This design comes from an exercise in tuning for small area, a short achievable clock period and few clock cycles per item on the open sky130 flow, not from production work.
No functional check of the RTL was part of this run.
Power is estimated from default activity; no workload was simulated.

==> design.v <==
package tpu_pkg;
        localparam int ARRAY_DIM  = 4;
        localparam int DATA_WIDTH = 8;
        typedef logic [DATA_WIDTH-1:0] elem_t;
endpackage
`timescale 1ns/10ps
module tpu_pe
(
        input  logic [7:0] a_in,
        input  logic [7:0] b_in,
        input  logic [7:0] acc_in,
        output logic [7:0] sum
);
        logic pp1, pp2, pp3, pp4, pp5, pp6, pp7, pp8, pp9, pp10, pp11, pp12, pp13, pp14, pp15, pp16, pp17, pp18, pp19, pp20, pp21, pp22, pp23, pp24, pp25, pp26, pp27, pp28, pp29, pp30, pp31, pp32, pp33, pp34, pp35, pp36, s37, c38, s39, c40, s41, c42, s43, c44, s45, c46, s47, c48, s49, c50, s51, c52, s53, c54, s55, c56, s57, c58, s59, c60, s61, c62, s63, c64, s65, c66, s67, c68, s69, c70, s71, c72, s73, c74, s75, c76, s77, c78, x79, x80, x81, x82, x83, x84, x85, x86, x87, x88, x89, x90, x91;
        logic [7:0] row0, row1;
        assign pp1 = ~a_in[0] | ~b_in[0];
        assign pp2 = ~a_in[0] | ~b_in[1];
        assign pp3 = ~a_in[0] | ~b_in[2];
        assign pp4 = ~a_in[0] | ~b_in[3];
        assign pp5 = ~a_in[0] | ~b_in[4];
        assign pp6 = ~a_in[0] | ~b_in[5];
        assign pp7 = ~a_in[0] | ~b_in[6];
        assign pp8 = ~a_in[0] | ~b_in[7];
        assign pp9 = ~a_in[1] | ~b_in[0];
        assign pp10 = ~a_in[1] | ~b_in[1];
        assign pp11 = ~a_in[1] | ~b_in[2];
        assign pp12 = ~a_in[1] | ~b_in[3];
        assign pp13 = ~a_in[1] | ~b_in[4];
        assign pp14 = ~a_in[1] | ~b_in[5];
        assign pp15 = ~a_in[1] | ~b_in[6];
        assign pp16 = ~a_in[2] | ~b_in[0];
        assign pp17 = ~a_in[2] | ~b_in[1];
        assign pp18 = ~a_in[2] | ~b_in[2];
        assign pp19 = ~a_in[2] | ~b_in[3];
        assign pp20 = ~a_in[2] | ~b_in[4];
        assign pp21 = ~a_in[2] | ~b_in[5];
        assign pp22 = ~a_in[3] | ~b_in[0];
        assign pp23 = ~a_in[3] | ~b_in[1];
        assign pp24 = ~a_in[3] | ~b_in[2];
        assign pp25 = ~a_in[3] | ~b_in[3];
        assign pp26 = ~a_in[3] | ~b_in[4];
        assign pp27 = ~a_in[4] | ~b_in[0];
        assign pp28 = ~a_in[4] | ~b_in[1];
        assign pp29 = ~a_in[4] | ~b_in[2];
        assign pp30 = ~a_in[4] | ~b_in[3];
        assign pp31 = ~a_in[5] | ~b_in[0];
        assign pp32 = ~a_in[5] | ~b_in[1];
        assign pp33 = ~a_in[5] | ~b_in[2];
        assign pp34 = ~a_in[6] | ~b_in[0];
        assign pp35 = ~a_in[6] | ~b_in[1];
        assign pp36 = ~a_in[7] | ~b_in[0];
        assign s37 = acc_in[1] ^ pp2;
        assign c38 = acc_in[1] & pp2;
        assign s39 = acc_in[2] ^ pp10 ^ pp16;
        assign c40 = (acc_in[2] & pp10) | (acc_in[2] & pp16) | (pp10 & pp16);
        assign s41 = pp3 ^ c38;
        assign c42 = pp3 & c38;
        assign s43 = acc_in[3] ^ pp11 ^ pp17;
        assign c44 = (acc_in[3] & pp11) | (acc_in[3] & pp17) | (pp11 & pp17);
        assign s45 = pp22 ^ pp4 ^ c40;
        assign c46 = (pp22 & pp4) | (pp22 & c40) | (pp4 & c40);
        assign s47 = c42 ^ s43;
        assign c48 = c42 & s43;
        assign s49 = acc_in[4] ^ pp12 ^ pp18;
        assign c50 = (acc_in[4] & pp12) | (acc_in[4] & pp18) | (pp12 & pp18);
        assign s51 = pp23 ^ pp27 ^ pp5;
        assign c52 = (pp23 & pp27) | (pp23 & pp5) | (pp27 & pp5);
        assign s53 = c44 ^ s49 ^ s51;
        assign c54 = (c44 & s49) | (c44 & s51) | (s49 & s51);
        assign s55 = c48 ^ c46;
        assign c56 = c48 & c46;
        assign s57 = acc_in[5] ^ pp13 ^ pp19;
        assign c58 = (acc_in[5] & pp13) | (acc_in[5] & pp19) | (pp13 & pp19);
        assign s59 = pp24 ^ pp28 ^ pp31;
        assign c60 = (pp24 & pp28) | (pp24 & pp31) | (pp28 & pp31);
        assign s61 = pp6 ^ c50 ^ c52;
        assign c62 = (pp6 & c50) | (pp6 & c52) | (c50 & c52);
        assign s63 = s57 ^ s59 ^ c54;
        assign c64 = (s57 & s59) | (s57 & c54) | (s59 & c54);
        assign s65 = s61 ^ c56;
        assign c66 = s61 & c56;
        assign s67 = acc_in[6] ^ pp14 ^ pp20;
        assign c68 = (acc_in[6] & pp14) | (acc_in[6] & pp20) | (pp14 & pp20);
        assign s69 = pp25 ^ pp29 ^ pp32;
        assign c70 = (pp25 & pp29) | (pp25 & pp32) | (pp29 & pp32);
        assign s71 = pp34 ^ pp7 ^ c58;
        assign c72 = (pp34 & pp7) | (pp34 & c58) | (pp7 & c58);
        assign s73 = c60 ^ s67 ^ s69;
        assign c74 = (c60 & s67) | (c60 & s69) | (s67 & s69);
        assign s75 = c62 ^ s71 ^ s73;
        assign c76 = (c62 & s71) | (c62 & s73) | (s71 & s73);
        assign s77 = c66 ^ c64;
        assign c78 = c66 & c64;
        assign x79 = acc_in[7] ^ pp15;
        assign x80 = pp21 ^ pp26;
        assign x81 = pp30 ^ pp33;
        assign x82 = pp35 ^ pp36;
        assign x83 = pp8 ^ x79;
        assign x84 = x80 ^ x81;
        assign x85 = x82 ^ c68;
        assign x86 = c70 ^ x83;
        assign x87 = x84 ^ x85;
        assign x88 = x86 ^ c72;
        assign x89 = x87 ^ c74;
        assign x90 = x88 ^ x89;
        assign x91 = x90 ^ c76;
        assign row0[0] = acc_in[0];
        assign row1[0] = pp1;
        assign row0[1] = pp9;
        assign row1[1] = s37;
        assign row0[2] = s39;
        assign row1[2] = s41;
        assign row0[3] = s47;
        assign row1[3] = s45;
        assign row0[4] = s53;
        assign row1[4] = s55;
        assign row0[5] = s65;
        assign row1[5] = s63;
        assign row0[6] = s75;
        assign row1[6] = s77;
        assign row0[7] = c78;
        assign row1[7] = x91;
        assign sum = row0 + row1;
endmodule
module tpu_pe_first
(
        input  logic [7:0] a_in,
        input  logic [7:0] b_in,
        input  logic [7:0] acc_in,
        output logic [7:0] sum
);
        logic pp1, pp2, pp3, pp4, pp5, pp6, pp7, pp8, pp9, pp10, pp11, pp12, pp13, pp14, pp15, pp16, pp17, pp18, pp19, pp20, pp21, pp22, pp23, pp24, pp25, pp26, pp27, pp28, pp29, pp30, pp31, pp32, pp33, pp34, pp35, pp36, s37, c38, s39, c40, s41, c42, s43, c44, s45, c46, s47, c48, s49, c50, s51, c52, s53, c54, s55, c56, s57, c58, s59, c60, s61, c62, s63, c64, s65, c66, s67, c68, s69, c70, s71, c72, s73, c74, s75, c76, s77, c78, x79, x80, x81, x82, x83, x84, x85, x86, x87, x88, x89, x90, x91;
        logic [7:0] row0, row1;
        assign pp1 = ~a_in[0] | ~b_in[0];
        assign pp2 = ~a_in[0] | ~b_in[1];
        assign pp3 = ~a_in[0] | ~b_in[2];
        assign pp4 = ~a_in[0] | ~b_in[3];
        assign pp5 = ~a_in[0] | ~b_in[4];
        assign pp6 = ~a_in[0] | ~b_in[5];
        assign pp7 = ~a_in[0] | ~b_in[6];
        assign pp8 = ~a_in[0] | ~b_in[7];
        assign pp9 = ~a_in[1] | ~b_in[0];
        assign pp10 = ~a_in[1] | ~b_in[1];
        assign pp11 = ~a_in[1] | ~b_in[2];
        assign pp12 = ~a_in[1] | ~b_in[3];
        assign pp13 = ~a_in[1] | ~b_in[4];
        assign pp14 = ~a_in[1] | ~b_in[5];
        assign pp15 = ~a_in[1] | ~b_in[6];
        assign pp16 = ~a_in[2] | ~b_in[0];
        assign pp17 = ~a_in[2] | ~b_in[1];
        assign pp18 = ~a_in[2] | ~b_in[2];
        assign pp19 = ~a_in[2] | ~b_in[3];
        assign pp20 = ~a_in[2] | ~b_in[4];
        assign pp21 = ~a_in[2] | ~b_in[5];
        assign pp22 = ~a_in[3] | ~b_in[0];
        assign pp23 = ~a_in[3] | ~b_in[1];
        assign pp24 = ~a_in[3] | ~b_in[2];
        assign pp25 = ~a_in[3] | ~b_in[3];
        assign pp26 = ~a_in[3] | ~b_in[4];
        assign pp27 = ~a_in[4] | ~b_in[0];
        assign pp28 = ~a_in[4] | ~b_in[1];
        assign pp29 = ~a_in[4] | ~b_in[2];
        assign pp30 = ~a_in[4] | ~b_in[3];
        assign pp31 = ~a_in[5] | ~b_in[0];
        assign pp32 = ~a_in[5] | ~b_in[1];
        assign pp33 = ~a_in[5] | ~b_in[2];
        assign pp34 = ~a_in[6] | ~b_in[0];
        assign pp35 = ~a_in[6] | ~b_in[1];
        assign pp36 = ~a_in[7] | ~b_in[0];
        assign s37 = pp2 ^ pp9;
        assign c38 = pp2 & pp9;
        assign s39 = pp10 ^ pp16 ^ pp3;
        assign c40 = (pp10 & pp16) | (pp10 & pp3) | (pp16 & pp3);
        assign s41 = c38 ^ acc_in[2];
        assign c42 = c38 & acc_in[2];
        assign s43 = pp11 ^ pp17 ^ pp22;
        assign c44 = (pp11 & pp17) | (pp11 & pp22) | (pp17 & pp22);
        assign s45 = pp4 ^ acc_in[3] ^ c40;
        assign c46 = (pp4 & acc_in[3]) | (pp4 & c40) | (acc_in[3] & c40);
        assign s47 = s43 ^ c42;
        assign c48 = s43 & c42;
        assign s49 = pp12 ^ pp18 ^ pp23;
        assign c50 = (pp12 & pp18) | (pp12 & pp23) | (pp18 & pp23);
        assign s51 = pp27 ^ pp5 ^ acc_in[4];
        assign c52 = (pp27 & pp5) | (pp27 & acc_in[4]) | (pp5 & acc_in[4]);
        assign s53 = c44 ^ s49 ^ c46;
        assign c54 = (c44 & s49) | (c44 & c46) | (s49 & c46);
        assign s55 = c48 ^ s51;
        assign c56 = c48 & s51;
        assign s57 = pp13 ^ pp19 ^ pp24;
        assign c58 = (pp13 & pp19) | (pp13 & pp24) | (pp19 & pp24);
        assign s59 = pp28 ^ pp31 ^ pp6;
        assign c60 = (pp28 & pp31) | (pp28 & pp6) | (pp31 & pp6);
        assign s61 = acc_in[5] ^ c50 ^ s57;
        assign c62 = (acc_in[5] & c50) | (acc_in[5] & s57) | (c50 & s57);
        assign s63 = s59 ^ c52 ^ s61;
        assign c64 = (s59 & c52) | (s59 & s61) | (c52 & s61);
        assign s65 = c56 ^ c54;
        assign c66 = c56 & c54;
        assign s67 = pp14 ^ pp20 ^ pp25;
        assign c68 = (pp14 & pp20) | (pp14 & pp25) | (pp20 & pp25);
        assign s69 = pp29 ^ pp32 ^ pp34;
        assign c70 = (pp29 & pp32) | (pp29 & pp34) | (pp32 & pp34);
        assign s71 = pp7 ^ acc_in[6] ^ c58;
        assign c72 = (pp7 & acc_in[6]) | (pp7 & c58) | (acc_in[6] & c58);
        assign s73 = c60 ^ s67 ^ s69;
        assign c74 = (c60 & s67) | (c60 & s69) | (s67 & s69);
        assign s75 = c62 ^ s71 ^ s73;
        assign c76 = (c62 & s71) | (c62 & s73) | (s71 & s73);
        assign s77 = c64 ^ s75;
        assign c78 = c64 & s75;
        assign x79 = pp15 ^ pp21;
        assign x80 = pp26 ^ pp30;
        assign x81 = pp33 ^ pp35;
        assign x82 = pp36 ^ pp8;
        assign x83 = x79 ^ x80;
        assign x84 = x81 ^ x82;
        assign x85 = acc_in[7] ^ c68;
        assign x86 = c70 ^ x83;
        assign x87 = x84 ^ x85;
        assign x88 = x86 ^ c72;
        assign x89 = x87 ^ c74;
        assign x90 = x88 ^ x89;
        assign x91 = x90 ^ c76;
        assign row0[0] = pp1;
        assign row1[0] = acc_in[0];
        assign row0[1] = s37;
        assign row1[1] = acc_in[1];
        assign row0[2] = s39;
        assign row1[2] = s41;
        assign row0[3] = s45;
        assign row1[3] = s47;
        assign row0[4] = s55;
        assign row1[4] = s53;
        assign row0[5] = s63;
        assign row1[5] = s65;
        assign row0[6] = c66;
        assign row1[6] = s77;
        assign row0[7] = x91;
        assign row1[7] = c78;
        assign sum = row0 + row1;
endmodule
`timescale 1ns/10ps
module tpu_top
(
        input  logic clk,
        input  logic rst_n,
        input  logic in_valid,
        input  logic [31:0] a,
        input  logic [31:0] b,
        input  logic out_ready,
        output logic in_ready,
        output logic [31:0] out,
        output logic out_valid,
        output logic done
);
        localparam int N = 4;
        localparam int W = 8;
        logic [1:0]     kin;             
        logic           clr;             
        logic [N-1:0]   orow;            
        logic [N*W-1:0] obuf [1:N-1];    
        logic [N*W-1:0] acc0;            
        logic [N*W-1:0] c_row [1:N-1];   
        logic first, last, ob_free, xfer, in_fire, out_fire, zero;
        assign first    = (kin == 2'd0);
        assign last     = (kin == 2'd3);
        assign ob_free  = !out_valid || (orow[N-1] && out_ready);
        assign in_ready = !clr && (first ? (!orow[0] || out_ready) :
                                   last  ? ob_free : 1'b1);
        assign in_fire  = in_valid && in_ready;
        assign xfer     = in_fire && last;
        assign out_valid = |orow;
        assign out_fire  = out_valid && out_ready;
        always_comb begin
                out = ~acc0 & {(N*W){orow[0]}};
                for (int r = 1; r < N; r++) begin
                        out = out | (~obuf[r] & {(N*W){orow[r]}});
                end
        end
        assign zero = last || clr;
        always_ff @(posedge clk or negedge rst_n) begin
                if (!rst_n) begin
                        kin  <= 2'd0;
                        clr  <= 1'b1;
                        orow <= '0;
                        done <= 1'b0;
                end else begin
                        clr  <= 1'b0;
                        done <= out_fire && orow[N-1];
                        if (in_fire) begin
                                kin <= kin + 2'd1;
                        end
                        if (xfer) begin
                                orow <= 4'b0001;
                        end else if (out_fire) begin
                                orow <= {orow[N-2:0], 1'b0};
                        end
                end
        end
        always_ff @(posedge clk) begin
                if (xfer) begin
                        for (int r = 1; r < N; r++) begin
                                obuf[r] <= c_row[r];
                        end
                end
        end
        for (genvar j = 0; j < N; j++) begin : g_col0
                logic [W-1:0] acc, sum;
                tpu_pe_first u_pe (
                        .a_in   (a[(N-1)*W +: W]),
                        .b_in   (b[(N-1-j)*W +: W]),
                        .acc_in (first ? 8'd251 : acc),
                        .sum    (sum)
                );
                always_ff @(posedge clk) begin
                        if (in_fire) begin
                                acc <= sum;
                        end
                end
                assign acc0[(N-1-j)*W +: W] = acc;
        end
        for (genvar i = 1; i < N; i++) begin : g_row
                for (genvar j = 0; j < N; j++) begin : g_col
                        logic [W-1:0] acc, sum;
                        tpu_pe u_pe (
                                .a_in   (a[(N-1-i)*W +: W]),
                                .b_in   (b[(N-1-j)*W +: W]),
                                .acc_in (acc),
                                .sum    (sum)
                        );
                        always_ff @(posedge clk) begin
                                if (in_fire || clr) begin
                                        acc <= zero ? 8'd251 : sum;
                                end
                        end
                        assign c_row[i][(N-1-j)*W +: W] = sum;
                end
        end
endmodule
==> flow/run.sh <==
#!/bin/bash
# The standard layout with two changes:
# - the port buffers that buffer_ports inserts are sky130_fd_sc_hd__buf_4 instead of the
#   library's default pick, so the input ports can drive their fanout; every port still
#   gets its own buffer;
# - synthesis is the standard flow's own script (synth_recipe.tcl) except that Yosys's synth skips its
#   generic ABC pass (-noabc), so the full and half adders written in the RTL reach
#   extract_fa as written instead of re-expressed with inverters. Everything else (the
#   -nofsm -noshare synth, flattening, renaming, flip-flop mapping and the final ABC
#   mapping) is unchanged, so the registers are the standard synthesis's.
set -euo pipefail
sed '1s/.*/proc synth {args} { yosys synth -nofsm -noshare -noabc {*}$args }/' \
        synth_recipe.tcl > noabc_synth.tcl
sed "s#SYNTH_SCRIPT=[^ ]*#SYNTH_SCRIPT=$PWD/noabc_synth.tcl#" standard.sh > standard_noabc.sh
export BUFFER_PORTS_ARGS="-buffer_cell sky130_fd_sc_hd__buf_4"
bash standard_noabc.sh > standard.log 2>&1
==> standard.sh <==
#!/bin/bash
# synth_recipe.tcl (not shown) runs the flow's synth.tcl, then flattens the netlist and writes it again
# the make line also repeats each setting of config.mk as NAME=value (left out here)
make -C /OpenROAD-flow-scripts/flow DESIGN_CONFIG=/design/flow/config.mk WORK_HOME=/design/flow/orfs CLKGATE_MAP_FILE= SYNTH_SCRIPT=/design/flow/synth_recipe.tcl "${@:-finish}"
==> config.mk <==
export PLATFORM = sky130hd
export DESIGN_NAME = tpu_top
export DESIGN_NICKNAME = tpu_top
export VERILOG_FILES = /design/flow/design.v
export SDC_FILE = /design/flow/constraint.sdc
export NUM_CORES = 4
export LEC_CHECK = 0
export CAP_MARGIN = 20
export CORE_MARGIN = 2
export CORE_UTILIZATION = 40
export PLACE_DENSITY = 0.6
export SETUP_SLACK_MARGIN = 1.0
export SLEW_MARGIN = 20
==> constraint.sdc <==
create_clock -name core_clock -period 5.0 [get_ports {clk}]
set_input_delay 1.0000 -clock core_clock [delete_from_list [all_inputs] [get_ports {clk}]]
set_output_delay 1.0000 -clock core_clock [all_outputs]
set_load 0.01 [all_outputs]
==> results.yml <==
timing:
  hold_slack_ns: 0.2269
  slew_viol_final: 0
  finalHoldViolCount: 0
  slew-limit-headroom_pct: 28.49
  worst_slew_pin_slew_ns: 1.073
  rsz0062_at_grt: "false"
  min_period_over_period_pct: 78.09
  tns_ns: 0
  worst_clock_skew_ns: 0.008736
  setup_viol: 0
  min_period_ns: 3.904
  clock.fmax_mhz: 256.1
setup_path:
  slowest_delay_ns: 0.50
  cp_max_fo: 24
  worstPathRequired_ns: 5.31
  cp-end-kind: "flop"
  r2r_setup_slack_ns: 1.30
  crit_chain: "buf_4 > nand2_1 > fa_1 > fa_2 > fa_1 > ha_1 > xnor2_1 > xnor2_1 > xnor2_1 > xnor3_1 > xnor2_1 > nand2b_1"
  cp_slowest_cell: "fa_1"
  worstSetupPathType: "in -> reg"
  cp_common_cell: "xnor2_1"
  cp.arrival_ns: 4.21
  startpoint_type: "primary input"
global_route:
  grt_util_all_layers_pct: 23.63
  grt_pass1_vias: 18020
  grt_max_degree: 73
  antenna_found_initial: 1
  overflow: 0
  grt_pass1_wl_um: 107600
logic_synthesis:
  yosysTopAreaCell: "edfxtp_1"
  synth-main-ff-cell: "edfxtp_1"
  synthAdderAreaFrac_pct: 33.20
  synthTopCellsByArea: "edfxtp_1, fa_1, ha_1"
  syn_inst: 2227
  synth_top_family_by_area: "adder cells"
  yosysSeqAreaShare_pct: 29.67
  synth_top_area_share_pct: 28.81
  synth_compound_area_share_pct: 6.575
  synth_seq_cells: 232
  syn-cell-area_um2: 23350
  synth_simple_gate_area_share_pct: 13.91
  ys_types: 47
  syn-num-nets: 2761
  synth-edff-count: 224
  synthMuxAreaShare_pct: 0.1929
  synthXorXnorAreaFrac_pct: 12.39
  yosysWarnings: 3
  async_flop_share_pct: 3.448
  avgSynthCellArea_um2: 10.48
place:
  post-place-cells: 2974
  gp_congestion: 0.8546
  dpl.hpwl_um: 48450
  postPlaceCellArea_um2: 24800
  port_buffers: 102
route:
  drc: 0
  wirelength_um: 70030
  detail_route.wl_per_cell_um: 23.11
  first_pass_iters: 5
  viasPerCell: 5.550
  drtAntennaViolNets: 0
  dr_total_vias: 16820
  drt_iter0_drc: 1320
job:
  maxCapViolCount: 0
final_layout:
  fin_cells: 3030
  final_common_cell: "nand2_1"
  drive_gt1_share_pct: 11.17
  n_antenna_cell: 0
  final_cell_area_um2: 25870
  areaGrowthSynthToFinish_pct: 10.81
  final_cell_mix: "nand2_1, fa_1, edfxtp_1, xnor2_1, ha_1"
  nets: 2775
power_and_ir_drop:
  ir_drop_v: 0.0004127
  leakage_nw: 9.896
  switchingPower_mw: 7.628
  pwr-share-clk_pct: 12.8
  powerDensity_nw_per_um2: 713.5
  swShare_pct: 41.32
  seqPwrFrac_pct: 22.0
  pwr-share-comb_pct: 65.2
  power.internal_mw: 10.83
  power.total_mw: 18.46
cts:
  cts_tree: "yes"
  clock_sinks: 232
  clockBufferDepth: 3
  clkLatencyLatePin_ns: 0.59
  clockRootBuffer: "clkbuf_16"
  clkTransAtPathRegs_ns: 0.06
  cts_buffers: 30
  cts-hold-fix-buffers: 0
  htreeDepth: 1
  cts_setup_buffers: 0
worst_hold_path:
  holdCritPathClass: "in -> async"
die:
  die_area_um2: 60320
  core_area_um2: 57700
  dieHeight_um: 245.6
  die_w_um: 245.6
  rows: 88
  start_util_pct: 40.47
  io_pins: 103
status:
  status: "no timing/DRC/antenna violations"
[routing by layer]
metal / global-route usage, % / up-vias / wire length [um]
li1: - / 7388 / -
met5: 0 / - / 13
met4: 6.542 / 2 / 1826
met1: 31.99 / 8637 / 29740
met3: 5.053 / 106 / 6182
met2: 38.26 / 682 / 32270
[cells by family (layout without fill, tap and decap cells)]
kind of cell | count (synthesis) | count (layout)
compound gates | 223 | 223
xor+xnor | 309 | 309
fa+ha+maj | 466 | 466
buf+inv | 229 | 267
flops | 232 | 232
mux | 4 | 4
other cells | 1 | 1
simple gates | 763 | 763
[flip-flops by register name, summed over array words and instances (netlist names)]
register and cells:
kin 2, g_col0.acc 32, orow 4, obuf 96
clr 1, g_row.g_col.acc 96, done 1
[synthesized netlist by cell type, types with 2 or more instances]
master and n:
buf_1 27, nor2b_1 7, clkbuf_1 75, dfrtp_1 7, a31oi_1 2, buf_4 9
o221ai_1 32, edfxtp_1 224, a21o_1 31, or2_2 24, xnor2_1 201, mux2i_1 3
a311oi_1 2, nand2_2 2, xnor2_2 3, o21ai_0 18, o31ai_1 8, a41oi_1 8
nand2b_1 69, or3_1 24, xnor3_1 12, inv_1 87, buf_6 2, xor2_1 93
and2_1 15, a22oi_1 32, fa_1 256, a21oi_1 62, o21a_1 6, ha_1 210
nor3_1 5, o41a_1 3, clkbuf_2 7, buf_2 22, nor2_1 36, nand2_1 576
o21bai_1 17
[power by group through the flow]
stage | clock, mW | sequential (mW) | combinational (mW)
3_3_place_gp | 0 | 4.10 | 11.7
2_1_floorplan | 0 | 3.97 | 9.09
5_1_grt | 2.47 | 4.14 | 13.4
3_5_place_dp | 0 | 4.09 | 12.0
4_1_cts | 2.40 | 4.07 | 12.1
6_report | 2.36 | 4.06 | 12.0
[path summary, 6_finish.rpt]
path / from / cells past startpoint / endpoint
setup / recovery: b[18] / 12 / g_row[2].g_col[1].acc[7]
hold / removal: rst_n / 1 / orow[3]
setup reg to reg: kin[0] / 12 / g_col0[0].acc[7]
hold reg to reg: kin[0] / 1 / kin[0]
max in group asynchronous: rst_n / 1 / clr
min in group core_clock: kin[0] / 1 / kin[0]
[critical path: cells and delay by family]
kind          cells  cell delay, ns
fa+ha+maj         4            1.48
xor+xnor          5            1.12
simple gates      2            0.28
buf+inv           1            0.31
[repair_timing]
action / in CTS / in global routing
endpoints found under the setup margin: 0 / 2
endpoints found under the hold margin: 0 / 0
gates resized for setup: 0 / 7
[stage by stage]
stage / setup slack [ns] / utilization [%]
global placement: 0.5099 / 42.97
detailed placement: 0.5213 / 42.98
floorplan: 0.9836 / -
CTS: 1.103 / 44.80
global route: 1.014 / 44.85
finish: 1.096 / 44.85
[area by class of cell]
| cell class | count | area, um^2 |
|---|---|---|
| well taps | 765 | 957.2 |
| flip-flops and latches | 232 | 6928 |
| fillers | 5445 | 31820 |
| multi-input cells | 1766 | 15630 |
| clock inverters | 21 | 261.5 |
| repair buffers | 124 | 982.2 |
| inverters | 87 | 326.6 |
| clock buffers | 35 | 790.8 |

[afterwards: timing with drivers on the ports]
The results above use ideal ports. As a check the final layout listed here was re-extracted and re-timed, cells and wires unchanged.
Step 1, drivers: a clkbuf_16 drives clk and a buf_2 each remaining input, both assumed.
Step 2 times the ports against the registers' clock, not the clock port: input delays grow and output delays shrink by t, the midpoint of the rising clock arrivals with the driver on.
Three values: no drivers, after step 1, after step 2; two values: the first two.
t, ns: 0.640
setup WS [ns]: 1.096 / 1.086 / 0.446
worst setup path at the end: input to register
worst register clock-pin slew, ns: 0.06 / 0.06
worst data-port slew with drivers (ns): 0.08
After both steps this run still meets setup and hold. The setup slack of this run moves by -0.010 ns with the drivers and by -0.650 ns with both steps.
